This is an optimization exercise on Yosys and OpenROAD, whose aim is small area, a short achievable clock period and few clock cycles per item, not a production implementation.
RTL that was checked went through simulation tests only; none was proved equivalent to the original.
For runs 1, 6 and 7, only the layout was checked, not whether the RTL still works.
Power figures rest on the tool's default switching activity, not on a simulated workload.

[flow/design.v]
package softmax_pkg;
  typedef logic [15:0] stream_word_t;
  typedef logic signed [15:0] lane_t;
  typedef logic [16*32-1:0] vec_t;
  typedef logic [17:0] sum_t;
  typedef logic [8-1:0] prob_t;
  typedef enum logic [1:0] {
    MODE_BYPASS  = 2'd0,
    MODE_SOFTMAX = 2'd1
  } mode_t;
endpackage
`timescale 1ns/1ps
module softmax_top (
  input  logic        clk,
  input  logic        rst_n,
  input  logic [15:0] fifo_data,
  input  logic        fifo_empty,
  output logic        rd_en,
  output logic [15:0] tx_data,
  output logic        tx_empty,
  input  logic        tx_fifo_en,
  input  logic [1:0]  control
);
  logic run;
  assign run = (control != 2'd0);
  logic [255:0] rx;         
  logic [95:0]  rf0, rf1;   
  logic [3:0]   ph, ph1;    
  logic [3:0]   wp;         
  logic [3:0]   rp;         
  logic [3:0]   opm;        
  logic         at_op;
  logic [3:0]   cnt;        
  logic [4:0]   rem;        
  logic         cpar;       
  logic [3:0]   lcnt;       
  logic         opar;       
  logic [5:0]   diff;       
  logic         empty_r;    
  logic         cons_q;     
  logic         in_ok_q;    
  logic         in_ok, take, cons, load, complete;
  logic [5:0]   cls_pair;
  assign ph1 = ph + 4'd1;
  always_ff @(posedge clk) begin
    rx  <= {take ? fifo_data : rx[15:0], rx[255:16]};
    rf0 <= {(cons & ~cpar) ? cls_pair : rf0[5:0], rf0[95:6]};
    rf1 <= {(cons &  cpar) ? cls_pair : rf1[5:0], rf1[95:6]};
    ph  <= ph1;
  end
  logic signed [7:0] mrun, mcur;
  logic signed [7:0] in_lo, in_hi;
  logic hi_gt_lo, r_gt_lo, r_gt_hi;
  logic signed [7:0] in_mx, in_mx3;
  assign in_lo    = fifo_data[7:0];
  assign in_hi    = fifo_data[15:8];
  assign hi_gt_lo = (in_hi > in_lo);
  assign r_gt_lo  = (mrun > in_lo);
  assign r_gt_hi  = (mrun > in_hi);
  assign in_mx    = hi_gt_lo ? in_hi : in_lo;
  assign in_mx3   = hi_gt_lo ? (r_gt_hi ? mrun : in_hi) : (r_gt_lo ? mrun : in_lo);
  always_ff @(posedge clk) begin
    if (take) begin
      mrun <= (cnt == 4'd0) ? in_mx : in_mx3;
      if (cnt == 4'd15) mcur <= in_mx3;
    end
  end
  logic [7:0] d_h0, d_h1;
  assign d_h0 = mcur - rx[7:0];
  assign d_h1 = mcur - rx[15:8];
  function automatic logic [2:0] cls_of(input logic [7:0] d);
    cls_of = (d < 8'd6) ? d[2:0] : 3'd6;
  endfunction
  function automatic logic [3:0] sat_of(input logic [7:0] d);
    sat_of = (d[7:4] != 4'd0) ? 4'd15 : d[3:0];
  endfunction
  function automatic logic [12:0] exp_of(input logic [3:0] d);
    exp_of = (d == 4'd0) ? 13'd4096 :
             (d == 4'd1) ? 13'd1507 :
             (d == 4'd2) ? 13'd554  :
             (d == 4'd3) ? 13'd204  :
             (d == 4'd4) ? 13'd75   :
             (d == 4'd5) ? 13'd28   :
             (d == 4'd6) ? 13'd10   :
             (d == 4'd7) ? 13'd4    :
             (d == 4'd8) ? 13'd1    :
             (d == 4'd9) ? 13'd1    : 13'd0;   
  endfunction
  assign cls_pair = {cls_of(d_h1), cls_of(d_h0)};
  logic [7:0]  dq;
  logic        s1_valid, s1_first, s1_last;
  logic [17:0] acc, acc_next, sdiv;
  logic        spend;     
  logic        dbusy;
  logic        start;
  always_ff @(posedge clk) begin
    dq       <= cons ? {sat_of(d_h1), sat_of(d_h0)} : 8'hff;
    s1_first <= cons & (rem == 5'd16);
    s1_last  <= (rem == 5'd1);
    acc      <= acc_next;
  end
  assign acc_next = (s1_first ? 18'd0 : acc)
                  + 18'(exp_of(dq[3:0])) + 18'(exp_of(dq[7:4]));
  assign start    = ~dbusy & (spend | (s1_valid & s1_last));
  always_ff @(posedge clk) begin
    if (start) sdiv <= acc_next;
  end
  assign cons     = cons_q;
  assign in_ok    = in_ok_q;
  assign take     = run & ~fifo_empty & in_ok;
  assign complete = take & (cnt == 4'd15);
  logic       pvalid;
  logic       pop;
  logic [3:0] ocnt;
  logic       av;
  logic       ptab_free, xfer;
  assign pop  = run & tx_fifo_en & av;
  assign load = (~av | pop) & (diff != 6'd0) & at_op &
                ((lcnt != 4'd0) | xfer | (pvalid & ~av));
  logic [3:0] cnt_n, wp_n, rp_n, opm_n;
  logic [4:0] rem_n;
  logic [5:0] diff_n;
  logic       empty_n, spend_n, dbusy_n, hold0_n, cons_n, in_ok_n;
  always_comb begin
    cnt_n  = take ? cnt + 4'd1 : cnt;
    wp_n   = take ? ph1 : wp;
    rem_n  = complete ? 5'd16 : (cons ? rem - 5'd1 : rem);
    rp_n   = (complete | cons) ? ph1 : rp;
    diff_n = diff + 6'(cons) - 6'(load);
    if (take && empty_r) opm_n = ph + 4'd13;    
    else if (load)       opm_n = ph1;
    else                 opm_n = opm;
    empty_n = (cnt_n == 4'd0) & (rem_n == 5'd0) & (diff_n == 6'd0);
    spend_n = start ? 1'b0 : ((s1_valid & s1_last) | spend);
    dbusy_n = start | (dbusy & ~xfer);
    hold0_n = spend_n | (cons & (rem == 5'd1) & dbusy_n);
    cons_n  = (rem_n != 5'd0) & (rp_n == ph1) & ~diff_n[5] & (~rem_n[4] | ~hold0_n);
    in_ok_n = empty_n | ((wp_n == ph1) & (((5'(cnt_n) + rem_n) < 5'd16) | cons_n));
  end
  always_ff @(posedge clk) begin
    wp    <= wp_n;
    rp    <= rp_n;
    opm   <= opm_n;
    at_op <= (opm_n == ph1);
  end
  always_ff @(posedge clk or negedge rst_n) begin
    if (!rst_n) begin
      cnt      <= '0;
      rem      <= '0;
      diff     <= '0;
      cpar     <= 1'b0;
      s1_valid <= 1'b0;
      spend    <= 1'b0;
      empty_r  <= 1'b1;
      cons_q   <= 1'b0;
      in_ok_q  <= 1'b1;
    end else begin
      cnt      <= cnt_n;
      rem      <= rem_n;
      diff     <= diff_n;
      empty_r  <= empty_n;
      cons_q   <= cons_n;
      in_ok_q  <= in_ok_n;
      if (cons && rem == 5'd1) cpar <= ~cpar;
      s1_valid <= cons;
      spend    <= spend_n;
    end
  end
  logic [3:0]  k, k_n;
  logic        f0, fa9, fb7, f12;    
  logic [16:0] ra, rb;
  logic [12:0] qa, qb;
  logic [12:0] qa_n, qb_n;
  logic [16:0] ta, tb;
  logic [17:0] t2a, t2b;
  logic [18:0] sba, sbb;    
  logic        gea, geb;
  always_comb begin
    ta = f0  ? 17'd2048 :     
         fa9 ? 17'd3264 :     
               ra;
    tb = f0  ? 17'd3014 :     
         fb7 ? 17'd2216 :     
               rb;
    t2a = {ta, 1'b0};
    t2b = {tb, 1'b0};
    sba = {1'b0, t2a} - {1'b0, sdiv};
    sbb = {1'b0, t2b} - {1'b0, sdiv};
    gea = ~sba[18];
    geb = ~sbb[18];
  end
  assign qa_n = {qa[11:0], gea};
  assign qb_n = {qb[11:0], geb};
  always_ff @(posedge clk) begin
    ra <= gea ? sba[16:0] : t2a[16:0];
    rb <= geb ? sbb[16:0] : t2b[16:0];
    qa <= qa_n;
    qb <= qb_n;
  end
  logic [2:0] q4;
  logic       q5;
  assign q4 = (sdiv <= 18'd4800)  ? 3'd4 :
              (sdiv <= 18'd6400)  ? 3'd3 :
              (sdiv <= 18'd9600)  ? 3'd2 :
              (sdiv <= 18'd19200) ? 3'd1 : 3'd0;
  assign q5 = (sdiv <= 18'd7168);
  assign xfer = dbusy & f12 & ptab_free;
  always_comb begin
    if (start)              k_n = 4'd0;
    else if (dbusy && f12)  k_n = 4'd0;       
    else if (dbusy)         k_n = k + 4'd1;
    else                    k_n = k;
  end
  always_ff @(posedge clk) begin
    k   <= k_n;
    f0  <= (k_n == 4'd0);
    fa9 <= (k_n == 4'd9);
    fb7 <= (k_n == 4'd7);
    f12 <= (k_n == 4'd12);
  end
  always_ff @(posedge clk or negedge rst_n) begin
    if (!rst_n) dbusy <= 1'b0;
    else        dbusy <= dbusy_n;
  end
  logic [7:0] p0;
  logic [6:0] p1;
  logic [5:0] p2;
  logic [3:0] p3;
  logic [2:0] p4;
  logic       p5;
  assign ptab_free = ~pvalid | (pop & (ocnt == 4'd15));
  logic [7:0] p0_n;
  logic [6:0] p1_n;
  logic [5:0] p2_n;
  logic [3:0] p3_n;
  logic [2:0] p4_n;
  logic       p5_n;
  assign p0_n = xfer ? (qa_n[12] ? 8'd255 : qa_n[11:4]) : p0;
  assign p3_n = xfer ? qa_n[3:0]  : p3;
  assign p1_n = xfer ? qb_n[12:6] : p1;
  assign p2_n = xfer ? qb_n[5:0]  : p2;
  assign p4_n = xfer ? q4         : p4;
  assign p5_n = xfer ? q5         : p5;
  always_ff @(posedge clk) begin
    p0 <= p0_n;
    p1 <= p1_n;
    p2 <= p2_n;
    p3 <= p3_n;
    p4 <= p4_n;
    p5 <= p5_n;
  end
  logic [5:0] lpos_pair;
  assign lpos_pair = opar ? rf1[23:18] : rf0[23:18];    
  always_ff @(posedge clk or negedge rst_n) begin
    if (!rst_n) begin
      pvalid <= 1'b0;
      ocnt   <= '0;
      av     <= 1'b0;
      lcnt   <= '0;
      opar   <= 1'b0;
    end else begin
      if (pop) ocnt <= ocnt + 4'd1;
      if (xfer) pvalid <= 1'b1;
      else if (pop && ocnt == 4'd15) pvalid <= 1'b0;
      av <= load | (av & ~pop);
      if (load) begin
        lcnt <= lcnt + 4'd1;
        if (lcnt == 4'd15) opar <= ~opar;
      end
    end
  end
  function automatic logic [7:0] prob_of(input logic [2:0] c,
                                         input logic [7:0] q0, input logic [6:0] q1,
                                         input logic [5:0] q2, input logic [3:0] q3,
                                         input logic [2:0] q4, input logic q5);
    logic [7:0] r;
    case (c)
      3'd0:    r = q0;
      3'd1:    r = {1'b0, q1};
      3'd2:    r = {2'b0, q2};
      3'd3:    r = {4'b0, q3};
      3'd4:    r = {5'b0, q4};
      3'd5:    r = {7'b0, q5};
      default: r = 8'd0;
    endcase
    prob_of = r;
  endfunction
  logic [15:0] txq;
  always_ff @(posedge clk) begin
    if (load) txq <= {prob_of(lpos_pair[5:3], p0_n, p1_n, p2_n, p3_n, p4_n, p5_n),
                      prob_of(lpos_pair[2:0], p0_n, p1_n, p2_n, p3_n, p4_n, p5_n)};
  end
  assign rd_en    = run ? in_ok : tx_fifo_en;
  assign tx_data  = run ? txq : fifo_data;
  assign tx_empty = run ? ~av : fifo_empty;
endmodule
[flow/flow/run.sh]
#!/bin/bash
# The standard layout (standard.sh), changed only in how hard and where the
# layout is optimised, not in the constraints it is signed off at:
#  - port buffers are sky130_fd_sc_hd__buf_4 instead of the delay cell buffer_ports picks
#    (every port still gets its own buffer),
#  - the pin placer keeps all pins on one edge (-exclude left:* -exclude right:* -exclude bottom:*), so the
#    bypass paths between input and output pins stay short.
# The full make output goes to make_flow.log; ORFS keeps each step's log
# under orfs/logs.
set -uo pipefail
sed -e 's/SETUP_SLACK_MARGIN=[0-9.]*/SETUP_SLACK_MARGIN=6.0 BUFFER_PORTS_ARGS="-buffer_cell sky130_fd_sc_hd__buf_4" PLACE_PINS_ARGS="-exclude left:* -exclude right:* -exclude bottom:*"/' standard.sh > standard_tuned.sh
bash standard_tuned.sh > make_flow.log 2>&1
status=$?
echo "standard flow exit $status"
exit $status
[flow/standard.sh]
#!/bin/bash
# synth_recipe.tcl (not shown) runs the flow's synth.tcl, then flattens the netlist and writes it again
# the make line also repeats each setting of config.mk as NAME=value (left out here)
make -C /OpenROAD-flow-scripts/flow DESIGN_CONFIG=/design/flow/config.mk WORK_HOME=/design/flow/orfs CLKGATE_MAP_FILE= SYNTH_SCRIPT=/design/flow/synth_recipe.tcl "${@:-finish}"
[flow/config.mk]
export PLATFORM = sky130hd
export DESIGN_NAME = softmax_top
export DESIGN_NICKNAME = softmax_top
export VERILOG_FILES = /design/flow/design.v
export SDC_FILE = /design/flow/constraint.sdc
export NUM_CORES = 4
export LEC_CHECK = 0
export CAP_MARGIN = 20
export CORE_MARGIN = 2
export CORE_UTILIZATION = 65
export CTS_BUF_LIST = sky130_fd_sc_hd__clkbuf_16
export CTS_CLUSTER_DIAMETER = 100
export CTS_CLUSTER_SIZE = 28
export SETUP_SLACK_MARGIN = 5.0
export SLEW_MARGIN = 20
[flow/constraint.sdc]
create_clock -name core_clock -period 10.0 [get_ports {clk}]
set_input_delay 2.0000 -clock core_clock [delete_from_list [all_inputs] [get_ports {clk}]]
set_output_delay 2.0000 -clock core_clock [all_outputs]
set_load 0.01 [all_outputs]
==> results of run 1 <==
==> power groups by stage <==
stage / combinational, mW / clock, mW / sequential [mW]
4_1_cts: 0.304 / 1.34 / 2.77
2_1_floorplan: 0.196 / 0 / 2.82
3_3_place_gp: 0.244 / 0 / 2.83
3_5_place_dp: 0.253 / 0 / 2.83
5_1_grt: 0.371 / 1.43 / 2.78
6_report: 0.339 / 1.32 / 2.77
==> worst max-delay path: stages <==
cell	delay [ps]
buf_6	120
or2_4	250
buf_6	120
mux2_4	290
buf_6	120
==> state kept, by name (all words and copies together) (netlist names), 5 cells and up <==
| name | count |
|---|---|
| rx | 256 |
| diff | 6 |
| dq | 8 |
| mcur | 8 |
| rf0 | 96 |
| rem | 5 |
| ra | 17 |
| rf1 | 96 |
| p2 | 6 |
| rb | 17 |
| p0 | 8 |
| qb | 12 |
| acc | 18 |
| txq | 16 |
| p1 | 7 |
| sdiv | 18 |
| mrun | 8 |
| qa | 12 |
==> placed cells by master, fill, tap and decap left out, types with 23 or more instances in the layout <==
cell type	Yosys	routed
nand2_1	161	142
mux2_2	34	29
ha_1	104	99
xnor2_1	55	54
dfrtp_1	31	31
buf_6	0	23
nand2b_1	30	30
a21oi_1	56	50
o21ai_0	97	75
edfxtp_1	50	50
nor3_1	34	34
dfxtp_1	588	581
o21ai_1	25	29
and2_1	28	28
inv_1	115	117
clkbuf_16	0	28
xor2_1	26	25
nor2_1	111	106
buf_4	0	59
nor2b_1	32	32
==> cell families (layout without fill, tap and decap cells) <==
family          count (synthesis)  after routing  share of synthesized area
compound gates                324            325                    0.09480
xor+xnor                       81             81                    0.03207
buf+inv                       162            248                    0.02789
fa+ha+maj                     122            122                    0.07512
mux                            53             53                    0.02613
flops                         671            671                     0.6375
simple gates                  486            487                     0.1065
==> metrics by stage <==
step           power, mW  worst slack (ps)  utilization  hold slack, ps
2_1_floorplan      3.017              4489            -           309.6
3_3_place_gp       3.072              3947       0.6934           309.7
3_5_place_dp       3.083              3812       0.6934           312.1
4_1_cts            4.410              5111       0.7282           328.5
5_1_grt            4.579              5070       0.7379           335.5
6_report           4.426              5099       0.7379           325.6
==> layer usage <==
layer / global-route usage / routed length (um)
met1: 0.3275 / 19740
met2: 0.4101 / 21140
met3: 0.02514 / 1249
met4: 0.09285 / 1754
met5: 0 / 0
==> layout make-up <==
class | instances | area, um^2 | share of cell area
clock buffers | 28 | 700.7 | 0.02832
inverters | 118 | 474.2 | 0.01917
flip-flops and latches | 671 | 14110 | 0.5704
clock inverters | 12 | 96.34 | 0.003894
repair inverters | 2 | 32.53 | 0.001315
multi-input cells | 1068 | 7959 | 0.3217
well taps | 448 | 560.5 | 0.02265
repair buffers | 88 | 807.0 | 0.03262
==> path summary, 6_finish.rpt <==
path | from | endpoint | slack, ps
max | control[1] | rd_en | 5100
min | rf0[84] | rf0[78] | 330
max reg2reg | ocnt[0] | in_ok_q | 6120
min reg2reg | rf0[84] | rf0[78] | 330
max in group asynchronous | rst_n | in_ok_q | 8330
min in group asynchronous | rst_n | ocnt[2] | 1320
==> timing repair <==
action                                 in CTS  in global routing
pin swaps                                  15                 15
resized for setup                          31                 63
endpoints found under the hold margin       0                  0
hold buffers                                0                  0
buffers inserted                           32                  9
setup endpoints to repair                  62                 51
gates cloned                                3                  1
==> synth_stat cells, drive strengths merged (6+ instances only) <==
| cell type | number | area, um^2 |
|---|---|---|
| a31oi | 8 | 50.05 |
| edfxtp | 50 | 1501 |
| dfrtp | 31 | 775.7 |
| mux2i | 15 | 150.1 |
| o31ai | 8 | 65.06 |
| nand4 | 15 | 93.84 |
| fa | 18 | 360.4 |
| or3 | 14 | 87.58 |
| a21o | 18 | 135.1 |
| a211oi | 13 | 97.59 |
| a221o | 9 | 90.09 |
| o21ai | 122 | 610.6 |
| a21oi | 56 | 280.3 |
| or2 | 6 | 37.54 |
| nor2b | 32 | 200.2 |
| o21a | 16 | 120.1 |
| clkbuf | 34 | 127.6 |
| inv | 118 | 442.9 |
| mux2 | 38 | 427.9 |
| nor2 | 111 | 416.7 |
| nor3 | 34 | 170.2 |
| nor3b | 6 | 56.31 |
| o21bai | 9 | 67.56 |
| xor2 | 26 | 227.7 |
| nand2 | 161 | 604.3 |
| xnor2 | 55 | 481.7 |
| ha | 104 | 1301 |
| nor4b | 6 | 58.80 |
| and2 | 28 | 175.2 |
| buf | 10 | 46.29 |
| nand2b | 30 | 187.7 |
| dfxtp | 588 | 11770 |
| nand3 | 22 | 110.1 |
| o211ai | 13 | 97.59 |
==> results.toml, run 1 <==
[global_routing]
grt_max_degree = 50
antenna_found_initial = 0
grt-ovfl-total = 0
grt_pass1_vias = 13230
track_usage = 0.2436
grt_pass1_wl_um = 68760

[worst_setup_path]
startpoint_type = "primary input"
rr_worst_depth = 17
worst-path-max-fanout = 4
cp.required_ps = 8000
worst_ep_arrival_time_ps = 2900
critical_path_class = "primary input to primary output"
critPathCaptureType = "primary output"

[clock_network]
cts_buffer_depth = 3
cts_inserted_buffers = 28
cts_tree = "yes"
clkTransAtPathRegs_ps = 110
clock-root-buffer = "clkbuf_16"
h-tree-depth = 1
clkLatencyLatePin_ps = 600
cts_num_sinks = 671

[synth]
async_flop_share = 0.04918
synth_warnings = 1
syn_nets = 2043
synthCells = 1899
syn_area_mm2 = 0.02212
synth.distinct_cells = 81
ys_ff_latch = 671
ys.flop_type = "dfxtp_1"
postSynthAreaPerCell_um2 = 11.65
seq_area_frac_synth = 0.6375
synth_edf_count = 50

[route]
viasPerCell = 5.457
drt-total-wl_um = 43890
vias = 13290
detail-route-antenna-nets = 0
drcViolationCount = 0
avgRoutedWirePerCell_um = 18.03
drt_iter0_drc = 691
firstDrtPassIters = 5

[finish]
drive_gt1_frac = 0.1293
num-fill-cells = 2304
diodes = 0
fin_cells = 2435
final_nets = 2121
area_growth_pct = 11.86
fin_area_mm2 = 0.02474

[timing]
slew_violations = 0
setup_viol = 0
max_freq_mhz = 204.0
finalCritPeriodShare = 0.4902
max_slew_margin = 0.3603
min_period_ps = 4902
rsz0062_at_grt = "true"
finalHoldViolCount = 0
tns_ps = 0
fin_skew_ps = 19.38
tightest_slew_ps = 932.8

[floorplan]
io_pins = 40
dieArea_mm2 = 0.03552
rows = 67
start_util = 0.6597
core_area_mm2 = 0.03353
die_width_um = 188.5
die_h_um = 188.5

[placement]
gp_congestion = 0.8632
place_inst = 2350
placed_cell_area_mm2 = 0.02325
hpwlAfterDp_um = 29050
port_buffers = 39

[status]
run_status = "timing/DRC/antenna clean"

[power_and_ir_drop]
pwr_density_cell_mw_per_mm2 = 178.9
sequentialPowerShare = 0.626
swShare = 0.2267
p_switching_mw = 1.003
clkPwrFrac = 0.297
p_leak_nw = 10.37
p_comb_frac = 0.076
p_int_mw = 3.423
peakVddDrop_mv = 0.1786

[job]
maxCapViolations = 0

[min_path]
hold_depth = 0
hold_path_class = "register to register"
==> run 2: changes to the inputs <==
--- a/flow/design.v
+++ b/flow/design.v
@@ -113,10 +113,9 @@
   logic       pop;
   logic [3:0] ocnt;
   logic       av;
-  logic       ptab_free, xfer;
-  assign pop  = run & tx_fifo_en & av;
-  assign load = (~av | pop) & (diff != 6'd0) & at_op &
-                ((lcnt != 4'd0) | xfer | (pvalid & ~av));
+  logic [5:0] ad;
+  assign pop  = run & tx_fifo_en & av & pvalid;
+  assign load = (~av | pop) & (diff != 6'd0) & at_op;
   logic [3:0] cnt_n, wp_n, rp_n, opm_n;
   logic [4:0] rem_n;
   logic [5:0] diff_n;
@@ -175,6 +174,7 @@
   logic [17:0] t2a, t2b;
   logic [18:0] sba, sbb;    
   logic        gea, geb;
+  logic        ptab_free, xfer;
   always_comb begin
     ta = f0  ? 17'd2048 :     
          fa9 ? 17'd3264 :     
@@ -251,6 +251,11 @@
   end
   logic [5:0] lpos_pair;
   assign lpos_pair = opar ? rf1[23:18] : rf0[23:18];    
+  logic [5:0] ad_n;
+  assign ad_n = load ? lpos_pair : ad;
+  always_ff @(posedge clk) begin
+    ad <= ad_n;
+  end
   always_ff @(posedge clk or negedge rst_n) begin
     if (!rst_n) begin
       pvalid <= 1'b0;
@@ -286,11 +291,17 @@
     prob_of = r;
   endfunction
   logic [15:0] txq;
+  logic        offq;
   always_ff @(posedge clk) begin
-    if (load) txq <= {prob_of(lpos_pair[5:3], p0_n, p1_n, p2_n, p3_n, p4_n, p5_n),
-                      prob_of(lpos_pair[2:0], p0_n, p1_n, p2_n, p3_n, p4_n, p5_n)};
+    txq <= {prob_of(ad_n[5:3], p0_n, p1_n, p2_n, p3_n, p4_n, p5_n),
+            prob_of(ad_n[2:0], p0_n, p1_n, p2_n, p3_n, p4_n, p5_n)};
+  end
+  always_ff @(posedge clk or negedge rst_n) begin
+    if (!rst_n) offq <= 1'b0;
+    else        offq <= (load | (av & ~pop)) &
+                        (xfer | (pvalid & ~(pop & (ocnt == 4'd15))));
   end
   assign rd_en    = run ? in_ok : tx_fifo_en;
   assign tx_data  = run ? txq : fifo_data;
-  assign tx_empty = run ? ~av : fifo_empty;
+  assign tx_empty = run ? ~offq : fifo_empty;
 endmodule
--- a/flow/config.mk
+++ b/flow/config.mk
@@ -7,7 +7,7 @@
 export LEC_CHECK = 0
 export CAP_MARGIN = 20
 export CORE_MARGIN = 2
-export CORE_UTILIZATION = 65
+export CORE_UTILIZATION = 75
 export CTS_BUF_LIST = sky130_fd_sc_hd__clkbuf_16
 export CTS_CLUSTER_DIAMETER = 100
 export CTS_CLUSTER_SIZE = 28
==> run 2 against run 1 <==
Net effect: still clean; clock-buffer cell count is the same; clock skew grew 13 ps; total power increased by 10%; via count increased by 5.5%; sequential cell count up 7; non-clock buffer count down 35.
==> results.toml, run 2 <==
[route]
firstDrtPassIters = 5
drcViolationCount = 0
wl_met3_um = 2610
drt_iter0_drc = 1285
highest_layer = "met4"
detail-route-antenna-nets = 0
wl_met2_um = 24020
drt-total-wl_um = 49130
vias = 14010
avgRoutedWirePerCell_um = 20.84
m1WireLength_um = 19790
viasPerCell = 5.943

[timing]
tns_ps = 0
setup_viol = 0
finalHoldViolCount = 0
max_slew_margin = 0.3582
rsz0062_at_grt = "true"
fin_skew_ps = 32.06
finalCritPeriodShare = 0.4738
max_freq_mhz = 211.1
min_period_ps = 4738
slew_violations = 0
tightest_slew_ps = 958.5

[synth]
synth_area_leaders = "dfxtp_1 55%, ha_1 5.9%, edfxtp_1 4.6%"
syn_area_mm2 = 0.02220
yosys-top-cells-count = "610 x dfxtp_1, 155 x nand2_1, 139 x inv_1, 110 x nor2_1, 104 x ha_1"
synth_fa_ha_area_frac = 0.07531
synthXorXnorAreaFrac = 0.03275
synth.distinct_cells = 75
yosys.area_share.simple = 0.1035
synth_top_area_cell = "dfxtp_1"
syn_nets = 2057
synth_top_family_by_area = "simple AND/OR/NAND/NOR gates"
postSynthAreaPerCell_um2 = 11.60
ys_ff_latch = 678
synth_compound_area_frac = 0.08901
synth_warnings = 1
yosysTopAreaCellShare = 0.5502
synthMuxAreaShare = 0.03331
ys.flop_type = "dfxtp_1"
async_flop_share = 0.05015
synthCells = 1913
seq_area_frac_synth = 0.6346
synth_edf_count = 34
yosysMostFrequentCell = "dfxtp_1"

[finish]
drive_gt1_frac = 0.1049
final_util = 0.8320
top_regs = "rx (256), rf0 (96), rf1 (96)"
regMostFlops = "rx"
largest_reg_flops = 256
layout_commonest_cell = "dfxtp_1"
area_growth_pct = 8.456
mostFrequentLayoutCells = "603 x dfxtp_1, 145 x inv_1, 137 x nand2_1"
final_nets = 2106

[worst_setup_path]
rr_worst_depth = 16
startpoint_type = "primary input"
critical_path.endpoint = "tx_data[5]"
rr_endpoint = "sdiv[15]"
worst-path-max-fanout = 8
cp.required_ps = 8000
worst_ep_arrival_time_ps = 2740
r2r_slack_ps = 6220
reg2reg_from = "dq[2]"
critPathCaptureType = "primary output"
startpoint = "control[1]"
critical_path_class = "primary input to primary output"

[placement]
hpwlAfterDp_um = 32880
gp_congestion = 0.9512
port_buffers = 39

[clock_network]
clkLatencyLatePin_ps = 610
cts_num_sinks = 678
clock-root-buffer = "clkbuf_16"
h-tree-depth = 1
cts_hold_buffers = 0
clkTransAtPathRegs_ps = 100
cts_tree = "yes"
cts_buffer_depth = 3
cts_inserted_buffers = 28

[global_routing]
track_usage = 0.3165
grt_pass1_vias = 14170
antenna_found_initial = 1
grt_pass1_wl_um = 76390
grt-ovfl-total = 0
grt_max_degree = 35

[floorplan]
die_width_um = 176.0
io_pins = 40
die_h_um = 176.0
start_util = 0.7671
core_area_mm2 = 0.02894
rows = 62
dieArea_mm2 = 0.03099

[power_and_ir_drop]
peakVddDrop_mv = 0.2180
p_int_mw = 3.603
p_comb_frac = 0.138
clkPwrFrac = 0.268
p_switching_mw = 1.278
swShare = 0.2618
p_leak_nw = 10.33
sequentialPowerShare = 0.594
pwr_density_cell_mw_per_mm2 = 202.8

[job]
maxCapViolations = 0

[status]
run_status = "timing/DRC/antenna clean"

[min_path]
hold_start = "rf0[76]"
hold_path_class = "register to register"
-- run 2: power by group through the flow --
stage / Sequential [mW] / Combinational [mW] / Clock [mW]
final: 2.90 / 0.674 / 1.31
after global routing: 2.90 / 0.718 / 1.42
after CTS: 2.89 / 0.625 / 1.32
after detailed placement: 2.94 / 0.583 / 0
after global placement: 2.94 / 0.548 / 0
after floorplan: 2.90 / 0.412 / 0
-- run 2: cell type report --
| class | instances | area [um^2] |
|---|---|---|
| antenna | 1 | 2.502 |
| clock buffer | 28 | 700.7 |
| clock inverter | 13 | 92.59 |
| fill | 1489 | 4862 |
| inverter | 139 | 525.5 |
| multi-input combinational | 1062 | 7724 |
| sequential | 678 | 14090 |
| tap | 384 | 480.5 |
| timing repair buffer | 53 | 452.9 |
-- run 2: cell families (layout without fill, tap and decap cells) --
kind of cell,Yosys count,count (layout)
muxes,68,68
other,0,1
xor gates and xnor gates,83,83
and+or+nand+nor,471,477
buffers and inverters,179,233
DFF,678,678
adders and majority gates,123,123
AOI/OAI and AO/OA,311,311
-- run 2: how the worst min path moves through the flow --
stage                     endpoint  slack, ps  cells after the start
after floorplan             rf0[0]        310                      0
after global placement     rf1[42]        310                      0
after detailed placement   rf0[21]        310                      0
after CTS                  rf0[70]        320                      0
after global routing       rf0[70]        330                      0
final                      rf0[70]        320                      0
-- run 2: routing by layer --
metal,vias to the layer above,track usage
met5,-,0
met4,0,0.1494
met3,179,0.04177
met2,590,0.5472
met1,6714,0.3960
li1,6531,-
-- run 2: worst max-delay path: stages --
cell and delay, ps:
buf_12 110, or2_4 310, o21ai_4 160, buf_4 150
-- run 2: metrics by stage --
| step | cell area, um^2 | setup slack (ps) | total power, mW | hold WS [ps] | std cells |
|---|---|---|---|---|---|
| final | 24070 | 5262 | 4.881 | 317.8 | 2358 |
| after global routing | 24070 | 5257 | 5.036 | 328.1 | 2358 |
| after CTS | 23940 | 5294 | 4.833 | 320.0 | 2355 |
| after detailed placement | 22930 | 4378 | 3.525 | 312.1 | 2300 |
| after global placement | 22930 | 4723 | 3.489 | 309.5 | 2300 |
| after floorplan | 22300 | 5209 | 3.316 | 309.6 | 1913 |
-- run 2: what timing repair did --
item | CTS | global route
setup endpoints to repair | 63 | 34
pin swaps | 25 | 19
gates resized for setup | 53 | 35
buffers inserted | 8 | 2
hold endpoints to repair | 0 | 0
cloned | 6 | 0
Testbench counts of run 2, summed over its fixed seeds: cycles 3,440, items 192.
==> run 3: changes to the inputs <==
--- a/flow/config.mk
+++ b/flow/config.mk
@@ -5,9 +5,10 @@
 export SDC_FILE = /design/flow/constraint.sdc
 export NUM_CORES = 4
 export LEC_CHECK = 0
+export ABC_CLOCK_PERIOD_IN_PS = 4700
 export CAP_MARGIN = 20
 export CORE_MARGIN = 2
-export CORE_UTILIZATION = 75
+export CORE_UTILIZATION = 65
 export CTS_BUF_LIST = sky130_fd_sc_hd__clkbuf_16
 export CTS_CLUSTER_DIAMETER = 100
 export CTS_CLUSTER_SIZE = 28
==> run 3 against run 2 <==
Net effect: still clean on timing, DRC and antenna; die area increased by 15%; cell count increased by 2.5%; setup slack improved by 38 ps; total power decreased by 0.97%; non-clock buffer count unchanged; combinational power decreased by 4.5%; register-to-register slack improved by 40 ps; clock skew increased by 3.9 ps; highest routed layer unchanged.
==> results.toml, run 3 <==
[status]
run_status = "timing/DRC/antenna clean"

[worst_setup_path]
critPathCaptureType = "primary output"
cp_num_buf_inv = 2
crit_chain = "buf_8 -> or2_4 -> nand2_2 -> o21ai_2 -> buf_4"
worst_ep_arrival_time_ps = 2700
r2r_slack_ps = 6260
worst-path-max-fanout = 8
critical_path_class = "primary input to primary output"
cp_top_family = "simple AND/OR/NAND/NOR gates"
reg2reg_from = "dq[6]"
rr_worst_depth = 15
cp_slowest_cell = "or2_4"
worst_path_largest_cell_delay_ps = 310
rr_endpoint = "sdiv[15]"
cp.required_ps = 8000
startpoint_type = "primary input"

[floorplan]
io_pins = 40
dieArea_mm2 = 0.03564
core_area_mm2 = 0.03362
die_width_um = 188.8
rows = 67
die_h_um = 188.8
start_util = 0.6603

[timing]
tns_ps = 0
fin_skew_ps = 36.00
rsz0062_at_grt = "true"
setup_viol = 0
tightest_slew_ps = 844.2
min_period_ps = 4699
setup_slack_ps = 5301
max_slew_margin = 0.4372
finalCritPeriodShare = 0.4699
max_freq_mhz = 212.8
finalHoldViolCount = 0
slew_violations = 0

[placement]
port_buffers = 39
gp_congestion = 0.9107
dp_slack_ps = 4619
placed_cell_area_mm2 = 0.02302
hpwlAfterDp_um = 29740

[power_and_ir_drop]
pwr_density_cell_mw_per_mm2 = 200.4
peakVddDrop_mv = 0.2254
sequentialPowerShare = 0.596
p_comb_frac = 0.133
power_mw = 4.834
swShare = 0.2519
p_switching_mw = 1.217
p_int_mw = 3.616
p_leak_nw = 10.31
clkPwrFrac = 0.271

[finish]
final_util = 0.7174
regMostFlops = "rx"
final_nets = 2105
num-fill-cells = 2257
top_regs = "rx (256), rf0 (96), rf1 (96)"
mostFrequentLayoutCells = "603 x dfxtp_1, 142 x inv_1, 142 x nand2_1"
largest_reg_flops = 256
layout_commonest_cell = "dfxtp_1"
drive_gt1_frac = 0.09949
fin_area_mm2 = 0.02412
area_growth_pct = 8.653
diodes = 0

[route]
detail-route-antenna-nets = 0
vias = 13240
drcViolationCount = 0
drt-total-wl_um = 43370
drt_iter0_drc = 833
avgRoutedWirePerCell_um = 17.94
viasPerCell = 5.475
firstDrtPassIters = 7

[clock_network]
cts_inserted_buffers = 28
clock-root-buffer = "clkbuf_16"
clkLatencyLatePin_ps = 610
cts_buffer_depth = 3
h-tree-depth = 1
cts_num_sinks = 678
cts_tree = "yes"
cts_hold_buffers = 0
clkTransAtPathRegs_ps = 100

[synth]
synth_warnings = 1
synth_top_area_cell = "dfxtp_1"
syn_nets = 2057
seq_area_frac_synth = 0.6346
yosys-top-cells-count = "610 x dfxtp_1, 155 x nand2_1, 139 x inv_1, 110 x nor2_1, 104 x ha_1"
ys_ff_latch = 678
synth_area_leaders = "dfxtp_1 55%, ha_1 5.9%, edfxtp_1 4.6%"
async_flop_share = 0.05015
ys.flop_type = "dfxtp_1"
yosysTopAreaCellShare = 0.5502
synth.distinct_cells = 75
synthCells = 1913
syn_area_mm2 = 0.02220
yosysMostFrequentCell = "dfxtp_1"
postSynthAreaPerCell_um2 = 11.60
synth_edf_count = 34

[min_path]
hold_depth = 0
min_to = "rf1[30]"
hold_path_class = "register to register"
hold_start = "rf1[36]"

[global_routing]
grt_pass1_vias = 13370
grt_max_degree = 49
antenna_found_initial = 0
grt-ovfl-total = 0
track_usage = 0.2458
grt_pass1_wl_um = 69640

[job]
maxCapViolations = 0
==> run 3: cell types whose count changed in the layout (fill, tap and decap cells not counted), sizes merged <==
| cell | before | now |
|---|---|---|
| clkinv | 1 | 3 |
| buf | 53 | 52 |
| or2 | 10 | 9 |
| inv | 150 | 147 |
| diode | 1 | 0 |
| clkinvlp | 1 | 0 |
| bufbuf | 0 | 1 |
==> run 3: stage by stage <==
stage	std cells	hold slack [ps]
after floorplan	1913	309.6
after global placement	2366	309.8
after detailed placement	2366	312.1
after CTS	2416	308.3
after global routing	2418	325.1
final	2418	313.2
==> run 3: area by class of cell <==
cell class                 instances  area (um^2)  share of cell area
inverter                         139        521.8             0.02163
clock inverter                    11        80.08            0.003320
clock buffer                      28        700.7             0.02905
tap                              448        560.5             0.02324
sequential                       678        14090              0.5844
timing repair buffer              53        474.2             0.01966
multi-input combinational       1061         7685              0.3187
==> run 3: worst max path at each step <==
stage	endpoint	cells after the start	slack, ps	start
floorplan	tx_data[14]	4	5210	control[1]
global placement	tx_data[13]	5	4700	control[0]
detailed placement	in_ok_q	12	4620	control[0]
CTS	tx_data[3]	5	5320	control[1]
global route	tx_data[3]	5	5270	control[1]
finish	tx_data[15]	5	5300	control[1]
==> run 3: worst reg2reg max path: stages (launching register included) <==
cell,delay (ps)
dfxtp_2,470
nor2_2,90
xnor2_1,130
nand2b_1,90
fa_1,510
inv_1,40
ha_1,220
fa_1,400
a21o_1,210
a21oi_2,160
o21ai_1,120
o41ai_2,320
o21ai_2,150
o311ai_2,300
xor2_1,160
nor2_1,70
==> run 3: power by group through the flow <==
stage | Combinational [mW] | Clock [mW] | Sequential [mW]
floorplan | 0.412 | 0 | 2.90
global placement | 0.547 | 0 | 2.94
detailed placement | 0.561 | 0 | 2.93
CTS | 0.615 | 1.35 | 2.88
global route | 0.704 | 1.43 | 2.89
finish | 0.644 | 1.31 | 2.88
==> run 3: layer usage <==
layer,GRT usage,up-vias,share of wire
met1,0.3297,6372,0.45
met3,0.02812,87,0.035
met5,0,-,0
met4,0.06490,0,0.026
met2,0.4258,252,0.48
li1,-,6528,-
==> run 3: repair_timing <==
action / in CTS / in global routing
cloned: 5 / 1
gates resized for setup: 52 / 23
setup endpoints to repair: 34 / 32
setup buffers: 6 / 1
pin swaps: 20 / 9
==> run 3: logic make-up after synthesis <==
logic type	count (synthesis)	synth area share
AO/OA/AOI/OAI	311	0.08901
XOR/XNOR	83	0.03275
adder cells (fa/ha/maj)	123	0.07531
buffers and inverters	179	0.03151
flip-flops	678	0.6346
multiplexers	68	0.03331
AND/OR/NAND/NOR	471	0.1035
==> run 4: changes to the inputs <==
--- a/flow/config.mk
+++ b/flow/config.mk
@@ -5,7 +5,6 @@
 export SDC_FILE = /design/flow/constraint.sdc
 export NUM_CORES = 4
 export LEC_CHECK = 0
-export ABC_CLOCK_PERIOD_IN_PS = 4700
 export CAP_MARGIN = 20
 export CORE_MARGIN = 2
 export CORE_UTILIZATION = 65
==> run 4 against run 3 <==
Net effect: still clean; sequential share of layout area did not move; clock power barely moved; synthesized cell count did not move; synthesized area did not move; critical endpoint unchanged; sequential cell count did not move.
==> results.toml, run 4 <==
[status]
run_status = "timing/DRC/antenna clean"

[synth]
synth.distinct_cells = 75
synth_warnings = 1
seq_area_frac_synth = 0.6346
synth_edf_count = 34
synth_top_area_cell = "dfxtp_1"
postSynthAreaPerCell_um2 = 11.60
yosysTopAreaCellShare = 0.5502
syn_area_mm2 = 0.02220
yosysMostFrequentCell = "dfxtp_1"
synthCells = 1913
async_flop_share = 0.05015
ys.flop_type = "dfxtp_1"
syn_nets = 2057
ys_ff_latch = 678
yosys-top-cells-count = "610 x dfxtp_1, 155 x nand2_1, 139 x inv_1, 110 x nor2_1, 104 x ha_1"
synth_area_leaders = "dfxtp_1 55%, ha_1 5.9%, edfxtp_1 4.6%"

[route]
firstDrtPassIters = 7
drcViolationCount = 0
vias = 13240
drt_iter0_drc = 833
detail-route-antenna-nets = 0
avgRoutedWirePerCell_um = 17.94
viasPerCell = 5.475
drt-total-wl_um = 43370

[placement]
port_buffers = 39
gp_congestion = 0.9107
hpwlAfterDp_um = 29740

[timing]
min_period_ps = 4699
tightest_slew_ps = 844.2
finalCritPeriodShare = 0.4699
max_slew_margin = 0.4372
setup_viol = 0
fin_skew_ps = 36.00
finalHoldViolCount = 0
slew_violations = 0
max_freq_mhz = 212.8
rsz0062_at_grt = "true"
tns_ps = 0

[power_and_ir_drop]
p_leak_nw = 10.31
peakVddDrop_mv = 0.2254
pwr_density_cell_mw_per_mm2 = 200.4
power_mw = 4.834
p_comb_frac = 0.133
swShare = 0.2519
p_switching_mw = 1.217
sequentialPowerShare = 0.596
clkPwrFrac = 0.271
p_int_mw = 3.616

[min_path]
hold_start = "rf1[36]"
hold_path_class = "register to register"

[worst_setup_path]
startpoint_type = "primary input"
critPathCaptureType = "primary output"
reg2reg_from = "dq[6]"
worst-path-max-fanout = 8
crit_chain = "buf_8 -> or2_4 -> nand2_2 -> o21ai_2 -> buf_4"
cp.required_ps = 8000
worst_ep_arrival_time_ps = 2700
worst_path_largest_cell_delay_ps = 310
cp_slowest_cell = "or2_4"
cp_top_family = "simple AND/OR/NAND/NOR gates"
startpoint = "control[1]"
critical_path_class = "primary input to primary output"
cp_num_buf_inv = 2

[clock_network]
cts_buffer_depth = 3
cts_hold_buffers = 0
h-tree-depth = 1
cts_inserted_buffers = 28
cts_tree = "yes"
clock-root-buffer = "clkbuf_16"
clkTransAtPathRegs_ps = 100
cts_num_sinks = 678
clkLatencyLatePin_ps = 610

[global_routing]
track_usage = 0.2458
grt-ovfl-total = 0
grt_pass1_vias = 13370
antenna_found_initial = 0
grt_pass1_wl_um = 69640
grt_max_degree = 49

[floorplan]
start_util = 0.6603
die_h_um = 188.8
rows = 67
io_pins = 40
core_area_mm2 = 0.03362
die_width_um = 188.8
dieArea_mm2 = 0.03564

[finish]
largest_reg_flops = 256
final_nets = 2105
layout_commonest_cell = "dfxtp_1"
diodes = 0
area_growth_pct = 8.653
top_regs = "rx (256), rf0 (96), rf1 (96)"
mostFrequentLayoutCells = "603 x dfxtp_1, 142 x inv_1, 142 x nand2_1"
drive_gt1_frac = 0.09949
regMostFlops = "rx"

[job]
maxCapViolations = 0
run 4: cell counts after synthesis:
Identical to the previous run, type by type.
run 4: repair_timing:
| item | CTS | global route |
|---|---|---|
| pin swaps | 20 | 9 |
| setup buffers | 6 | 1 |
| resized for setup | 52 | 23 |
| cloned | 5 | 1 |
| endpoints found under the setup margin | 34 | 32 |
run 4: area by class of cell:
class | count | area [um^2]
Tap cell | 448 | 560.5
Timing Repair Buffer | 53 | 474.2
Clock buffer | 28 | 700.7
Fill cell | 2257 | 9499
Sequential cell | 678 | 14090
Clock inverter | 11 | 80.08
Inverter | 139 | 521.8
Multi-Input combinational cell | 1061 | 7685
run 4: stage by stage:
stage                 util  cell area, um^2  hold slack (ps)  cells  setup WS, ps
floorplan                -            22300            309.6   1913          5209
global placement    0.6847            23020            309.8   2366          4698
detailed placement  0.6847            23020            312.1   2366          4619
CTS                 0.7145            24020            308.3   2416          5318
global route        0.7174            24120            325.1   2418          5274
finish              0.7174            24120            313.2   2418          5301
run 4: power groups by stage:
stage	clock, mW	combinational, mW	sequential, mW
final	1.31	0.644	2.88
after global routing	1.43	0.704	2.89
after CTS	1.35	0.615	2.88
after detailed placement	0	0.561	2.93
after global placement	0	0.547	2.94
after floorplan	0	0.412	2.90
run 4: final timing paths:
check                              end  slack (ps)  depth (start not counted)
hold reg to reg                rf1[30]         310                          0
setup / recovery           tx_data[15]        5300                          5
setup reg to reg              sdiv[15]        6260                         15
min in group asynchronous         cpar        1340                          1
hold / removal                 rf1[30]         310                          0
max in group asynchronous      in_ok_q        8300                          1
run 4: per-layer routing:
| layer | track usage | vias up | part of all wire |
|---|---|---|---|
| met2 | 0.4258 | 252 | 0.48 |
| met4 | 0.06490 | 0 | 0.026 |
| li1 | - | 6528 | - |
| met1 | 0.3297 | 6372 | 0.45 |
| met5 | 0 | - | 0 |
| met3 | 0.02812 | 87 | 0.035 |
run 4: logic make-up (layout without fill, tap and decap cells):
logic type,Yosys count,count (layout),synth area share
adders and majority gates,123,123,0.07531
DFF,678,678,0.6346
xor gates and xnor gates,83,83,0.03275
AOI/OAI and AO/OA,311,311,0.08901
muxes,68,68,0.03331
and+or+nand+nor,471,476,0.1035
buffers and inverters,179,231,0.03151
==> run 5: changes to the inputs <==
--- a/flow/flow/run.sh
+++ b/flow/flow/run.sh
@@ -8,7 +8,7 @@
 # The full make output goes to make_flow.log; ORFS keeps each step's log
 # under orfs/logs.
 set -uo pipefail
-sed -e 's/SETUP_SLACK_MARGIN=[0-9.]*/SETUP_SLACK_MARGIN=6.0 BUFFER_PORTS_ARGS="-buffer_cell sky130_fd_sc_hd__buf_4" PLACE_PINS_ARGS="-exclude left:* -exclude right:* -exclude bottom:*"/' standard.sh > standard_tuned.sh
+sed -e 's/SETUP_SLACK_MARGIN=[0-9.]*/SETUP_SLACK_MARGIN=5.5 BUFFER_PORTS_ARGS="-buffer_cell sky130_fd_sc_hd__buf_4" PLACE_PINS_ARGS="-exclude left:* -exclude right:* -exclude bottom:*"/' standard.sh > standard_tuned.sh
 bash standard_tuned.sh > make_flow.log 2>&1
 status=$?
 echo "standard flow exit $status"
==> run 5 against run 4 <==
Net effect: combinational power fell by 8.1%; non-clock buffer count is 2 lower; still clean; clock skew down 3.1 ps; sequential share of layout area grew 0.23 points; sequential power about the same; largest cell class unchanged.
==> results.toml, run 5 <==
[timing]
finalHoldViolCount = 0
min_period_ps = 4754
max_freq_mhz = 210.4
tightest_slew_ps = 855.0
setup_viol = 0
max_slew_margin = 0.4222
finalCritPeriodShare = 0.4754
slew_violations = 0
rsz0062_at_grt = "true"
fin_skew_ps = 32.91
tns_ps = 0

[global_routing]
grt-ovfl-total = 0
track_usage = 0.2371
grt_max_degree = 49
grt_pass1_vias = 13100
antenna_found_initial = 1
grt_pass1_wl_um = 67480

[finish]
num-fill-cells = 2280
mostFrequentLayoutCells = "606 x dfxtp_1, 144 x inv_1, 141 x nand2_1"
register_area_mm2 = 0.01409
diodes = 0
layout_commonest_cell = "dfxtp_1"
area_growth_pct = 8.191
multi_input_area_mm2 = 0.007636
largest_reg_flops = 256
drive_gt1_frac = 0.09289
regMostFlops = "rx"
final_nets = 2104
top_regs = "rx (256), rf0 (96), rf1 (96)"

[route]
detail-route-antenna-nets = 0
vias = 13130
drt-total-wl_um = 42320
drt_iter0_drc = 769
drcViolationCount = 0
firstDrtPassIters = 7
viasPerCell = 5.429
avgRoutedWirePerCell_um = 17.50

[clock_network]
clkLatencyLatePin_ps = 590
cts_tree = "yes"
cts_inserted_buffers = 28
clkTransAtPathRegs_ps = 110
h-tree-depth = 1
cts_buffer_depth = 3
clock-root-buffer = "clkbuf_16"
cts_hold_buffers = 0
cts_num_sinks = 678

[power_and_ir_drop]
p_int_mw = 3.593
p_leak_nw = 10.29
swShare = 0.2483
p_switching_mw = 1.187
pwr_density_cell_mw_per_mm2 = 199.0
clkPwrFrac = 0.274
sequentialPowerShare = 0.602
power_mw = 4.780
p_comb_frac = 0.124
peakVddDrop_mv = 0.2217

[floorplan]
rows = 67
dieArea_mm2 = 0.03564
start_util = 0.6603
core_area_mm2 = 0.03362
die_h_um = 188.8
die_width_um = 188.8
io_pins = 40

[synth]
synthXorXnorAreaFrac = 0.03275
yosys-top-cells-count = "610 x dfxtp_1, 155 x nand2_1, 139 x inv_1, 110 x nor2_1, 104 x ha_1"
syn_nets = 2057
yosys.area_share.simple = 0.1035
async_flop_share = 0.05015
synth.distinct_cells = 75
synth_warnings = 1
syn_area_mm2 = 0.02220
synth_top_area_cell = "dfxtp_1"
ys.flop_type = "dfxtp_1"
seq_area_frac_synth = 0.6346
synthMuxAreaShare = 0.03331
synth_area_leaders = "dfxtp_1 55%, ha_1 5.9%, edfxtp_1 4.6%"
yosysTopAreaCellShare = 0.5502
synth_compound_area_frac = 0.08901
synth_edf_count = 34
ys_ff_latch = 678
synthCells = 1913
yosysMostFrequentCell = "dfxtp_1"
synth_top_family_by_area = "simple AND/OR/NAND/NOR gates"
synth_fa_ha_area_frac = 0.07531
postSynthAreaPerCell_um2 = 11.60

[placement]
gp_congestion = 0.9627
hpwlAfterDp_um = 29470
port_buffers = 39

[status]
run_status = "timing/DRC/antenna clean"

[worst_setup_path]
worst-path-max-fanout = 8
rr_worst_depth = 15
cp.required_ps = 8000
worst_ep_arrival_time_ps = 2750
critical_path_class = "primary input to primary output"
critPathCaptureType = "primary output"
startpoint_type = "primary input"

[job]
maxCapViolations = 0

[min_path]
hold_depth = 0
hold_path_class = "register to register"
## run 5: cell count changes in the layout (fill, tap and decap cells not counted), moves of 3 or more
cell,delta
dfxtp_2,-3
nor2_2,-4
nor2_1,+4
o21ai_1,-4
o21ai_0,+3
dfxtp_1,+3
## run 5: per-layer routing
layer  global-route usage  vias to the layer above  routed length (um)
met5                    0                        -                  13
met4              0.07151                        2                1101
met2               0.4106                      292               20390
met1               0.3155                     6219               19190
met3              0.02552                       80                1624
li1                     -                     6534                   -
## run 5: final cells by class
type / count / share of cell area
Multi-Input combinational cell: 1062 / 0.3180
Inverter: 139 / 0.02188
Tap cell: 448 / 0.02334
Timing Repair Buffer: 51 / 0.01719
Clock buffer: 29 / 0.03022
Sequential cell: 678 / 0.5868
Clock inverter: 11 / 0.002605
## run 5: what timing repair did
| action | in CTS | in global routing |
|---|---|---|
| setup endpoints to repair | 20 | 22 |
| resized for setup | 39 | 18 |
| gates cloned | 4 | 2 |
| endpoints found under the hold margin | 0 | 0 |
| setup buffers | 4 | 2 |
| pin swaps | 14 | 9 |
## run 5: metrics by stage
step | hold WS [ps] | util | cells | setup WS, ps | area, um^2
3_5_place_dp | 312.1 | 0.6841 | 2366 | 4564 | 23000
5_1_grt | 329.8 | 0.7144 | 2418 | 5233 | 24010
2_1_floorplan | 309.6 | - | 1913 | 5209 | 22280
4_1_cts | 322.0 | 0.7118 | 2414 | 5314 | 23930
3_3_place_gp | 309.7 | 0.6841 | 2366 | 4696 | 23000
6_report | 320.6 | 0.7144 | 2418 | 5246 | 24010
## run 5: power by group through the flow
stage / logic [mW] / clock network [mW] / registers, mW
after floorplan: 0.408 / 0 / 2.90
after global placement: 0.540 / 0 / 2.94
after detailed placement: 0.553 / 0 / 2.93
after CTS: 0.572 / 1.33 / 2.88
after global routing: 0.659 / 1.42 / 2.89
final: 0.592 / 1.31 / 2.88
## run 5: worst max-delay path, cell delays in order
cell and delay, ps:
buf_8 110, or2_4 320, nand2_2 100, o21ai_2 70, buf_4 150
## run 5: path summary, 6_finish.rpt
path                             from  slack, ps           to
max                        control[0]       5250  tx_data[12]
max in group asynchronous       rst_n       8300      in_ok_q
min reg2reg                    rx[19]        320        rx[3]
min                            rx[19]        320        rx[3]
min in group asynchronous       rst_n       1340      ocnt[2]
max reg2reg                     dq[6]       5850     sdiv[15]
## run 5: cell families (layout without fill, tap and decap cells)
group | Yosys count | count (layout)
buf+inv | 179 | 230
xor+xnor | 83 | 83
simple gates | 471 | 477
compound gates | 311 | 311
flops | 678 | 678
mux | 68 | 68
fa+ha+maj | 123 | 123
==> run 6: changes to the inputs <==
--- a/flow/design.v
+++ b/flow/design.v
@@ -49,20 +49,15 @@
     ph  <= ph1;
   end
   logic signed [7:0] mrun, mcur;
-  logic signed [7:0] in_lo, in_hi;
-  logic hi_gt_lo, r_gt_lo, r_gt_hi;
-  logic signed [7:0] in_mx, in_mx3;
-  assign in_lo    = fifo_data[7:0];
-  assign in_hi    = fifo_data[15:8];
-  assign hi_gt_lo = (in_hi > in_lo);
-  assign r_gt_lo  = (mrun > in_lo);
-  assign r_gt_hi  = (mrun > in_hi);
-  assign in_mx    = hi_gt_lo ? in_hi : in_lo;
-  assign in_mx3   = hi_gt_lo ? (r_gt_hi ? mrun : in_hi) : (r_gt_lo ? mrun : in_lo);
+  logic signed [7:0] in_lo, in_hi, in_mx, new_mx;
+  assign in_lo  = fifo_data[7:0];
+  assign in_hi  = fifo_data[15:8];
+  assign in_mx  = (in_hi > in_lo) ? in_hi : in_lo;
+  assign new_mx = ((cnt == 4'd0) || (in_mx > mrun)) ? in_mx : mrun;
   always_ff @(posedge clk) begin
     if (take) begin
-      mrun <= (cnt == 4'd0) ? in_mx : in_mx3;
-      if (cnt == 4'd15) mcur <= in_mx3;
+      mrun <= new_mx;
+      if (cnt == 4'd15) mcur <= new_mx;
     end
   end
   logic [7:0] d_h0, d_h1;
@@ -134,7 +129,7 @@
     dbusy_n = start | (dbusy & ~xfer);
     hold0_n = spend_n | (cons & (rem == 5'd1) & dbusy_n);
     cons_n  = (rem_n != 5'd0) & (rp_n == ph1) & ~diff_n[5] & (~rem_n[4] | ~hold0_n);
-    in_ok_n = empty_n | ((wp_n == ph1) & (((5'(cnt_n) + rem_n) < 5'd16) | cons_n));
+    in_ok_n = empty_n | ((wp_n == ph1) & ((rem_n == 5'd0) | (rp_n != wp_n) | cons_n));
   end
   always_ff @(posedge clk) begin
     wp    <= wp_n;
--- a/flow/flow/run.sh
+++ b/flow/flow/run.sh
@@ -8,7 +8,7 @@
 # The full make output goes to make_flow.log; ORFS keeps each step's log
 # under orfs/logs.
 set -uo pipefail
-sed -e 's/SETUP_SLACK_MARGIN=[0-9.]*/SETUP_SLACK_MARGIN=5.5 BUFFER_PORTS_ARGS="-buffer_cell sky130_fd_sc_hd__buf_4" PLACE_PINS_ARGS="-exclude left:* -exclude right:* -exclude bottom:*"/' standard.sh > standard_tuned.sh
+sed -e 's/SETUP_SLACK_MARGIN=[0-9.]*/SETUP_SLACK_MARGIN=6.0 BUFFER_PORTS_ARGS="-buffer_cell sky130_fd_sc_hd__buf_4" PLACE_PINS_ARGS="-exclude left:* -exclude right:* -exclude bottom:*"/' standard.sh > standard_tuned.sh
 bash standard_tuned.sh > make_flow.log 2>&1
 status=$?
 echo "standard flow exit $status"
==> run 6 against run 5 <==
Net effect: still clean on timing, DRC and antenna; register-to-register slack better by 390 ps; global-route usage decreased by 1.4 points; sequential share of layout area up 0.13 points.
==> results.toml, run 6 <==
[finish]
diodes = 0
top_regs = "rx (256), rf0 (96), rf1 (96)"
regMostFlops = "rx"
fin_area_mm2 = 0.02397
fin_cells = 2329
drive_gt1_frac = 0.1217
final_nets = 2001
layout_commonest_cell = "dfxtp_1"
num-fill-cells = 2364
mostFrequentLayoutCells = "604 x dfxtp_1, 126 x inv_1, 112 x nand2_1"
largest_reg_flops = 256
final_util = 0.7204
area_growth_pct = 10.06

[clock_network]
cts_hold_buffers = 0
clock-root-buffer = "clkbuf_16"
cts_inserted_buffers = 28
cts_tree = "yes"
cts_buffer_depth = 3
cts_num_sinks = 678
clkTransAtPathRegs_ps = 110
clkLatencyLatePin_ps = 590
h-tree-depth = 1

[placement]
hpwlAfterDp_um = 26960
gp_congestion = 0.8740
dp_slack_ps = 4215
place_inst = 2266
port_buffers = 39
placed_cell_area_mm2 = 0.02277

[power_and_ir_drop]
p_comb_frac = 0.105
p_int_mw = 3.525
sequentialPowerShare = 0.615
peakVddDrop_mv = 0.1730
clkPwrFrac = 0.280
power_mw = 4.603
p_leak_nw = 10.17
p_switching_mw = 1.078
swShare = 0.2342
pwr_density_cell_mw_per_mm2 = 192.0

[route]
firstDrtPassIters = 7
drt-total-wl_um = 38560
vias = 12340
avgRoutedWirePerCell_um = 16.56
detail-route-antenna-nets = 0
viasPerCell = 5.298
drt_iter0_drc = 933
drcViolationCount = 0

[synth]
synth_top_area_cell = "dfxtp_1"
yosys-top-cells-count = "610 x dfxtp_1, 120 x inv_1, 112 x nand2_1, 107 x nor2_1, 92 x ha_1"
async_flop_share = 0.05015
seq_area_frac_synth = 0.6467
synth_edf_count = 34
postSynthAreaPerCell_um2 = 12.03
yosysMostFrequentCell = "dfxtp_1"
synth.distinct_cells = 77
yosysTopAreaCellShare = 0.5606
syn_area_mm2 = 0.02178
synth_warnings = 1
synthCells = 1810
syn_nets = 1942
ys.flop_type = "dfxtp_1"
synth_area_leaders = "dfxtp_1 56%, ha_1 5.3%, edfxtp_1 4.7%"
ys_ff_latch = 678

[worst_setup_path]
startpoint_type = "primary input"
critical_path_class = "primary input to primary output"
r2r_slack_ps = 6240
critPathCaptureType = "primary output"
reg2reg_from = "dq[1]"
cp.required_ps = 8000
worst-path-max-fanout = 10
worst_ep_arrival_time_ps = 2860
startpoint = "control[0]"

[timing]
finalCritPeriodShare = 0.4857
max_freq_mhz = 205.9
fin_skew_ps = 15.86
setup_viol = 0
slew_violations = 0
tns_ps = 0
min_period_ps = 4857
finalHoldViolCount = 0
setup_slack_ps = 5143
rsz0062_at_grt = "true"
max_slew_margin = 0.4117
whs_ps = 324.5
tightest_slew_ps = 874.5

[floorplan]
die_width_um = 187.1
rows = 67
core_area_mm2 = 0.03328
io_pins = 40
start_util = 0.6545
die_h_um = 187.1
dieArea_mm2 = 0.03499

[global_routing]
grt_use_met1 = 0.3094
gr-usage-met3 = 0.02326
grt-ovfl-total = 0
antenna_found_initial = 2
grt_pass1_vias = 12190
track_usage = 0.2229
grt_busiest_layer = "met2"
grt_max_degree = 37
grt_pass1_wl_um = 62900
grtUsageMet2 = 0.3732

[min_path]
hold_start = "rf0[33]"
hold_path_class = "register to register"

[job]
maxCapViolations = 0

[status]
run_status = "timing/DRC/antenna clean"
## run 6: cell count changes after synthesis, moves of 6 or more
cell	change
nand2_1	-43
mux2_2	+28
o21ai_0	-22
inv_1	-19
ha_1	-12
or3_1	-8
a22oi_1	-6
xnor2_1	+6
## run 6: final timing paths
check	endpoint	depth (start not counted)
worst max-delay path	tx_data[6]	5
worst min register to register	rf0[27]	0
worst min-delay path	rf0[27]	0
min in group asynchronous	av	1
max in group asynchronous	in_ok_q	1
worst max register to register	sdiv[16]	13
## run 6: cell type report
| cell class | count | area, um^2 | area share |
|---|---|---|---|
| Inverter | 122 | 467.9 | 0.01952 |
| Clock buffer | 28 | 700.7 | 0.02923 |
| Timing Repair Buffer | 68 | 620.6 | 0.02589 |
| Sequential cell | 678 | 14100 | 0.5881 |
| Multi-Input combinational cell | 971 | 7441 | 0.3104 |
| Tap cell | 448 | 560.5 | 0.02338 |
| Clock inverter | 14 | 85.08 | 0.003549 |
## run 6: worst max-delay path, cell delays in order
cell and delay, ps:
buf_6 110, nor2_4 120, buf_12 160, mux2_4 310, buf_4 150
## run 6: cells by family (layout without fill, tap and decap cells)
group                    count (synthesis)  count (layout)  share of synthesized area
buffers and inverters                  162             232                    0.02907
flip-flops                             678             678                     0.6467
adder cells (fa/ha/maj)                110             110                    0.06939
multiplexers                            95              95                    0.04739
AND/OR/NAND/NOR                        398             399                    0.08967
AO/OA/AOI/OAI                          282             282                    0.08364
XOR/XNOR                                85              85                    0.03418
## run 6: repair_timing
action	in CTS	in global routing
gates resized for setup	36	22
buffers inserted	16	3
pin swaps	18	9
setup endpoints to repair	58	61
gates cloned	2	0
## run 6: metal layers
layer  vias up  share of wire
met2       225           0.47
li1       6190              -
met1      5851           0.46
met4         0          0.030
met5         -              0
met3        72          0.033
## run 6: power groups by stage
stage	Combinational (mW)	Sequential (mW)	Clock (mW)
floorplan	0.334	2.87	0
global placement	0.434	2.89	0
detailed placement	0.448	2.89	0
CTS	0.472	2.83	1.33
global route	0.528	2.84	1.42
finish	0.484	2.83	1.29
==> run 7: changes to the inputs <==
--- a/flow/config.mk
+++ b/flow/config.mk
@@ -5,6 +5,7 @@
 export SDC_FILE = /design/flow/constraint.sdc
 export NUM_CORES = 4
 export LEC_CHECK = 0
+export ABC_CLOCK_PERIOD_IN_PS = 4700
 export CAP_MARGIN = 20
 export CORE_MARGIN = 2
 export CORE_UTILIZATION = 65
==> run 7 against run 6 <==
Net effect: fmax is the same; critical path type unchanged; largest power group unchanged; critical endpoint unchanged; total power stayed put; combinational power about the same.
==> results.toml, run 7 <==
[status]
run_status = "timing/DRC/antenna clean"

[finish]
multi_input_area_mm2 = 0.007441
final_nets = 2001
diodes = 0
mostFrequentLayoutCells = "604 x dfxtp_1, 126 x inv_1, 112 x nand2_1"
top_regs = "rx (256), rf0 (96), rf1 (96)"
layout_commonest_cell = "dfxtp_1"
num-fill-cells = 2364
area_growth_pct = 10.06
register_area_mm2 = 0.01410
regMostFlops = "rx"
drive_gt1_frac = 0.1217
largest_reg_flops = 256

[synth]
synth_top_area_cell = "dfxtp_1"
ys.flop_type = "dfxtp_1"
postSynthAreaPerCell_um2 = 12.03
synth_area_leaders = "dfxtp_1 56%, ha_1 5.3%, edfxtp_1 4.7%"
yosysMostFrequentCell = "dfxtp_1"
seq_area_frac_synth = 0.6467
syn_area_mm2 = 0.02178
yosys-top-cells-count = "610 x dfxtp_1, 120 x inv_1, 112 x nand2_1, 107 x nor2_1, 92 x ha_1"
synth_edf_count = 34
ys_ff_latch = 678
syn_nets = 1942
synthCells = 1810
synth_warnings = 1
yosysTopAreaCellShare = 0.5606
async_flop_share = 0.05015
synth.distinct_cells = 77

[timing]
tns_ps = 0
whs_ps = 324.5
fin_skew_ps = 15.86
finalCritPeriodShare = 0.4857
setup_slack_ps = 5143
setup_viol = 0
max_slew_margin = 0.4117
rsz0062_at_grt = "true"
finalHoldViolCount = 0
min_period_ps = 4857
slew_violations = 0
tightest_slew_ps = 874.5
max_freq_mhz = 205.9

[route]
firstDrtPassIters = 7
drcViolationCount = 0
detail-route-antenna-nets = 0
avgRoutedWirePerCell_um = 16.56
viasPerCell = 5.298
drt_iter0_drc = 933
vias = 12340
drt-total-wl_um = 38560

[clock_network]
clkTransAtPathRegs_ps = 110
cts_inserted_buffers = 28
cts_num_sinks = 678
h-tree-depth = 1
cts_tree = "yes"
cts_hold_buffers = 0
clkLatencyLatePin_ps = 590
clock-root-buffer = "clkbuf_16"
cts_buffer_depth = 3

[power_and_ir_drop]
pwr_density_cell_mw_per_mm2 = 192.0
peakVddDrop_mv = 0.1730
p_leak_nw = 10.17

[placement]
gp_congestion = 0.8740
hpwlAfterDp_um = 26960
port_buffers = 39
dp_slack_ps = 4215

[worst_setup_path]
r2r_slack_ps = 6240
worst_path_largest_cell_delay_ps = 310
worst_ep_arrival_time_ps = 2860
critical_path_class = "primary input to primary output"
worst-path-max-fanout = 10
startpoint_type = "primary input"
cp.required_ps = 8000
crit_chain = "buf_6 -> nor2_4 -> buf_12 -> mux2_4 -> buf_4"
critPathCaptureType = "primary output"
cp_slowest_cell = "mux2_4"

[global_routing]
track_usage = 0.2229
grt_pass1_vias = 12190
antenna_found_initial = 2
grt_max_degree = 37
grt-ovfl-total = 0
grt_pass1_wl_um = 62900

[floorplan]
core_area_mm2 = 0.03328
die_width_um = 187.1
start_util = 0.6545
die_h_um = 187.1
dieArea_mm2 = 0.03499
rows = 67
io_pins = 40

[min_path]
hold_path_class = "register to register"

[job]
maxCapViolations = 0
==> run 7: cell counts after synthesis <==
Identical to the previous run, type by type.
==> run 7: cell type report <==
class,instances,area share
sequential,678,0.5881
multi-input combinational,971,0.3104
clock buffer,28,0.02923
timing repair buffer,68,0.02589
tap,448,0.02338
inverter,122,0.01952
clock inverter,14,0.003549
==> run 7: path summary, 6_finish.rpt <==
path / start / to / depth (start not counted)
min: rf0[33] / rf0[27] / 0
max reg2reg: dq[1] / sdiv[16] / 13
max: control[0] / tx_data[6] / 5
min reg2reg: rf0[33] / rf0[27] / 0
min in group asynchronous: rst_n / av / 1
max in group asynchronous: rst_n / in_ok_q / 1
==> run 7: critical path: cells and delay by family <==
kind                   cells  cell delay, ps
buffers and inverters      3             420
muxes                      1             310
and+or+nand+nor            1             120
==> run 7: kinds of logic after synthesis <==
family          after synthesis  synth area share
flops                       678            0.6467
simple gates                398           0.08967
compound gates              282           0.08364
buf+inv                     162           0.02907
fa+ha+maj                   110           0.06939
mux                          95           0.04739
xor+xnor                     85           0.03418
==> run 7: power breakdown <==
group / switching (mW) / internal, mW / leakage (nW)
clock: 0.772 / 0.517 / 0.423
sequential: 0.0435 / 2.79 / 5.68
combinational: 0.263 / 0.221 / 4.06
==> run 7: what timing repair did <==
action	in CTS	in global routing
setup buffers	16	3
pin swaps	18	9
endpoints found under the setup margin	58	61
gates cloned	2	0
resized for setup	36	22
==> run 7: per-stage QoR <==
step | power [mW] | utilization | cells | area, um^2
floorplan | 3.207 | - | 1810 | 22050
global placement | 3.325 | 0.6841 | 2266 | 22770
detailed placement | 3.341 | 0.6841 | 2266 | 22770
CTS | 4.632 | 0.7166 | 2326 | 23850
finish | 4.603 | 0.7204 | 2329 | 23970
global route | 4.785 | 0.7204 | 2329 | 23970
==> run 7: per-layer routing <==
| metal | vias to the layer above | part of all wire | global-route usage |
|---|---|---|---|
| li1 | 6190 | - | - |
| met1 | 5851 | 0.46 | 0.3094 |
| met2 | 225 | 0.47 | 0.3732 |
| met3 | 72 | 0.033 | 0.02326 |
| met4 | 0 | 0.030 | 0.06563 |
| met5 | - | 0 | 0 |

separate check: timing with driven ports:
The flow's constraints put no driver on any port. The routed layouts listed below were extracted and timed again, unchanged, in two steps.
Step 1: set_driving_cell puts a clkbuf_16 on clk and a buf_2 on each other input, an assumption about the parent block.
Step 2 moves the port delays by t, midway between the first and last clock arrival at a register: inputs arrive t later, outputs are due t later. That takes back most of the time a late clock gives input paths.
a / b / c = no drivers / after step 1 / after step 2; a / b = the first two.
run	t (ns)	setup slack, ns	worst hold slack (ns)	latest minus earliest clock arrival (ns)
run 1	0.643	5.099 / 5.047 / 4.502	0.326 / 0.326 / 0.326	0.025 / 0.024
run 2	0.643	5.262 / 5.208 / 5.150	0.318 / 0.318 / 0.318	0.036 / 0.036
run 3	0.645	5.301 / 5.255 / 5.112	0.313 / 0.313 / 0.313	0.041 / 0.041
run 4	0.645	5.301 / 5.255 / 5.112	0.313 / 0.313 / 0.313	0.041 / 0.041
run 5	0.631	5.246 / 5.196 / 5.030	0.321 / 0.321 / 0.321	0.034 / 0.035
run 6	0.632	5.143 / 5.100 / 4.595	0.324 / 0.324 / 0.324	0.018 / 0.018
run 7	0.632	5.143 / 5.100 / 4.595	0.324 / 0.324 / 0.324	0.018 / 0.018
After both steps every run listed still meets setup and hold. For run 1, which loses most, drivers alone change the setup slack by -0.052 ns; drivers and shift together by -0.597 ns.
